Source: an optimization exercise on an open RTL-to-GDS flow (aim: small area, a short achievable clock period and few clock cycles). Production flows keep margins and buffers that such runs may drop. In this exercise RTL edits were held to simulation tests only and were not proved equivalent to the original.

## sm3_hash_core
module sm3_hash_core (
    input  logic        i_clk,
    input  logic        i_rst_n,
    input  logic        i_in_valid,
    output logic        i_in_ready,
    input  logic [31:0] i_in_message_word,
    input  logic [2:0]  i_in_byte_count,
    input  logic        i_in_final_word,
    output logic        o_out_valid,
    input  logic        o_out_ready,
    output logic [31:0] o_out_digest_word,
    output logic        o_out_last_word
);
clock: 10.0 ns
lec_check: 0
cap_margin: 20
core_margin: 2
core_utilization: 40
slew_margin: 20
run.sh (not shown) runs the stock make flow with config.mk's settings and CLKGATE_MAP_FILE= SYNTH_SCRIPT=/design/flow/synth_recipe.tcl, a recipe that flattens the netlist after the stock synthesis.
Testbench counts at the start, summed over its fixed seeds: cycles 40,696.
Rerun with:
- ABC_CLOCK_PERIOD_IN_PS: default -> 4000
- SETUP_SLACK_MARGIN: default -> 5
Wire length is higher by 4.1%. Cell count is higher by 1.8%. Critical path depth is higher by 2. Sequential share of layout area is lower by 2.2 points. Die area is unchanged. Global-route usage is higher by 0.87 points. Clock-buffer cell count is lower by 3. Worst setup slack improved by 1200 ps.


sm3_hash_core, a different RTL version from the one above (not shown whole).
For scale: about 4500 cells after synthesis, about 1200 flip-flops, ~48000 um2 of cells after synthesis.
export LEC_CHECK = 0
export CAP_MARGIN = 20
export CORE_MARGIN = 2
export CORE_UTILIZATION = 55
export CTS_CLUSTER_DIAMETER = 80
export CTS_CLUSTER_SIZE = 28
export SETUP_SLACK_MARGIN = 4.3
export SLEW_MARGIN = 20
create_clock -name core_clock -period 10.0 [get_ports {i_clk}]
standard.sh (not shown) runs the stock make flow with config.mk's settings and CLKGATE_MAP_FILE= SYNTH_SCRIPT=/design/flow/synth_recipe.tcl, a recipe that flattens the netlist after the stock synthesis.
==> flow/flow/run.sh <==
#!/bin/bash
# The standard layout (the standard.sh, ORFS from synthesis to finish), with the
# input and output port buffers made from sky130_fd_sc_hd__buf_1 cells.
set -euo pipefail
bash standard.sh "BUFFER_PORTS_ARGS=-buffer_cell sky130_fd_sc_hd__buf_1" finish > standard.log 2>&1
Testbench counts at the start, summed over its fixed seeds: cycles 40,696.
Next try:
==> flow/run.sh (new file) <==
#!/bin/bash
# synth_recipe.tcl (not shown) runs the flow's synth.tcl, then flattens the netlist and writes it again
# the make line also repeats each setting of config.mk as NAME=value (left out here)
make -C /OpenROAD-flow-scripts/flow DESIGN_CONFIG=/design/flow/config.mk WORK_HOME=/design/flow/orfs CLKGATE_MAP_FILE= SYNTH_SCRIPT=/design/flow/synth_recipe.tcl finish
Settings changed: CTS_CLUSTER_DIAMETER 80 to unset, CTS_CLUSTER_SIZE 28 to unset, SETUP_SLACK_MARGIN 4.3 to 5.
removed: flow/flow/run.sh
removed: flow/standard.sh
Clock-buffer cell count rose by 84.
Cell area is higher by a few percent.
Die area does not change.
Routed wire length goes up by a few percent.
Final cell count is higher by a few percent.
Synthesized cell count stays the same.
Area after synthesis stays the same.
Next try:
==> flow/flow/run.sh (new file) <==
#!/bin/bash
# The standard layout (the standard.sh, ORFS from synthesis to finish), with the
# input and output port buffers made from sky130_fd_sc_hd__buf_1 cells.
set -euo pipefail
bash standard.sh "BUFFER_PORTS_ARGS=-buffer_cell sky130_fd_sc_hd__buf_1" finish > standard.log 2>&1
==> flow/standard.sh (new file) <==
#!/bin/bash
# synth_recipe.tcl (not shown) runs the flow's synth.tcl, then flattens the netlist and writes it again
# the make line also repeats each setting of config.mk as NAME=value (left out here)
make -C /OpenROAD-flow-scripts/flow DESIGN_CONFIG=/design/flow/config.mk WORK_HOME=/design/flow/orfs CLKGATE_MAP_FILE= SYNTH_SCRIPT=/design/flow/synth_recipe.tcl "${@:-finish}"
Settings changed: CORE_UTILIZATION 55 to 60, CTS_CLUSTER_DIAMETER set to 80, CTS_CLUSTER_SIZE set to 28.
removed: flow/run.sh
What happened: The changed run finished clean. Final cell count came out lower by 3.9%. Cell area decreases by about 5%. Flip-flop and latch count is unchanged. Sequential share of layout area came out higher by 2.4 points. Wire length went down by about 3%. Via count shrinks by 0.50%. Setup slack got worse by 0.080 ns. Global-route usage goes up by 1.7 points. Worst hold slack improves by 0.0050 ns.
Next try:
==> flow/run.sh (new file) <==
#!/bin/bash
# synth_recipe.tcl (not shown) runs the flow's synth.tcl, then flattens the netlist and writes it again
# the make line also repeats each setting of config.mk as NAME=value (left out here)
make -C /OpenROAD-flow-scripts/flow DESIGN_CONFIG=/design/flow/config.mk WORK_HOME=/design/flow/orfs CLKGATE_MAP_FILE= SYNTH_SCRIPT=/design/flow/synth_recipe.tcl finish
Settings changed: CORE_UTILIZATION 60 to 65, CTS_CLUSTER_DIAMETER 80 to 85, CTS_CLUSTER_SIZE 28 to 30, PLACE_DENSITY set to 0.72.
removed: flow/flow/run.sh
removed: flow/standard.sh
After rerunning: Synthesized area stays the same; setup slack gets better by 0.058 ns; routed wire length is lower by 3.3%; cell area came out higher by 1.4%; first-iteration DRC count climbs by 5.1%; hold slack is better by 0.0068 ns; critical path depth stays the same; count of clock-buffer cells in the layout came out lower by 5.
Next try:
==> flow/flow/run.sh (new file) <==
#!/bin/bash
# The standard layout (the standard.sh, ORFS from synthesis to finish), with the
# input and output port buffers made from sky130_fd_sc_hd__buf_1 cells.
set -euo pipefail
bash standard.sh "BUFFER_PORTS_ARGS=-buffer_cell sky130_fd_sc_hd__buf_1" finish > standard.log 2>&1
==> flow/standard.sh (new file) <==
#!/bin/bash
# synth_recipe.tcl (not shown) runs the flow's synth.tcl, then flattens the netlist and writes it again
# the make line also repeats each setting of config.mk as NAME=value (left out here)
make -C /OpenROAD-flow-scripts/flow DESIGN_CONFIG=/design/flow/config.mk WORK_HOME=/design/flow/orfs CLKGATE_MAP_FILE= SYNTH_SCRIPT=/design/flow/synth_recipe.tcl "${@:-finish}"
Settings changed: CORE_UTILIZATION 65 to 55, PLACE_DENSITY 0.72 to unset.
removed: flow/run.sh
Outcome: Worst hold slack degrades by 0.0049 ns. Worst setup slack degrades by 0.015 ns. Wire length increases by a few percent.

-- afterwards: timing with drivers on the ports --
The flow's constraints put no driver on any port. The routed layouts listed below were extracted and timed again, unchanged, in two steps.
Step 1: set_driving_cell puts a clkbuf_16 on i_clk and a buf_2 on each other input, an assumption about the parent block.
Step 2 times the ports against the registers' clock, not the clock port: input delays grow and output delays shrink by t, the midpoint of the rising clock arrivals with the driver on.
Slacks: ideal ports / drivers / drivers and shift; pairs: ideal ports / drivers.
run	t, ns	setup slack, ns	clock arrival spread, ns
the first run of note 1	0.774	2.688 / 2.688 / 2.688	0.041 / 0.041
the second run of note 1	0.789	3.895 / 3.895 / 3.895	0.054 / 0.054
the first run of note 2	0.758	4.054 / 4.054 / 4.054	0.031 / 0.031
the second run of note 2	0.790	4.155 / 4.155 / 4.155	0.056 / 0.056
the third run of note 2	0.740	4.076 / 4.076 / 4.076	0.053 / 0.053
the fourth run of note 2	0.723	4.133 / 4.133 / 4.133	0.036 / 0.036
the fifth run of note 2	0.738	4.119 / 4.119 / 4.119	0.055 / 0.055
After both steps setup and hold are still met in every run listed.
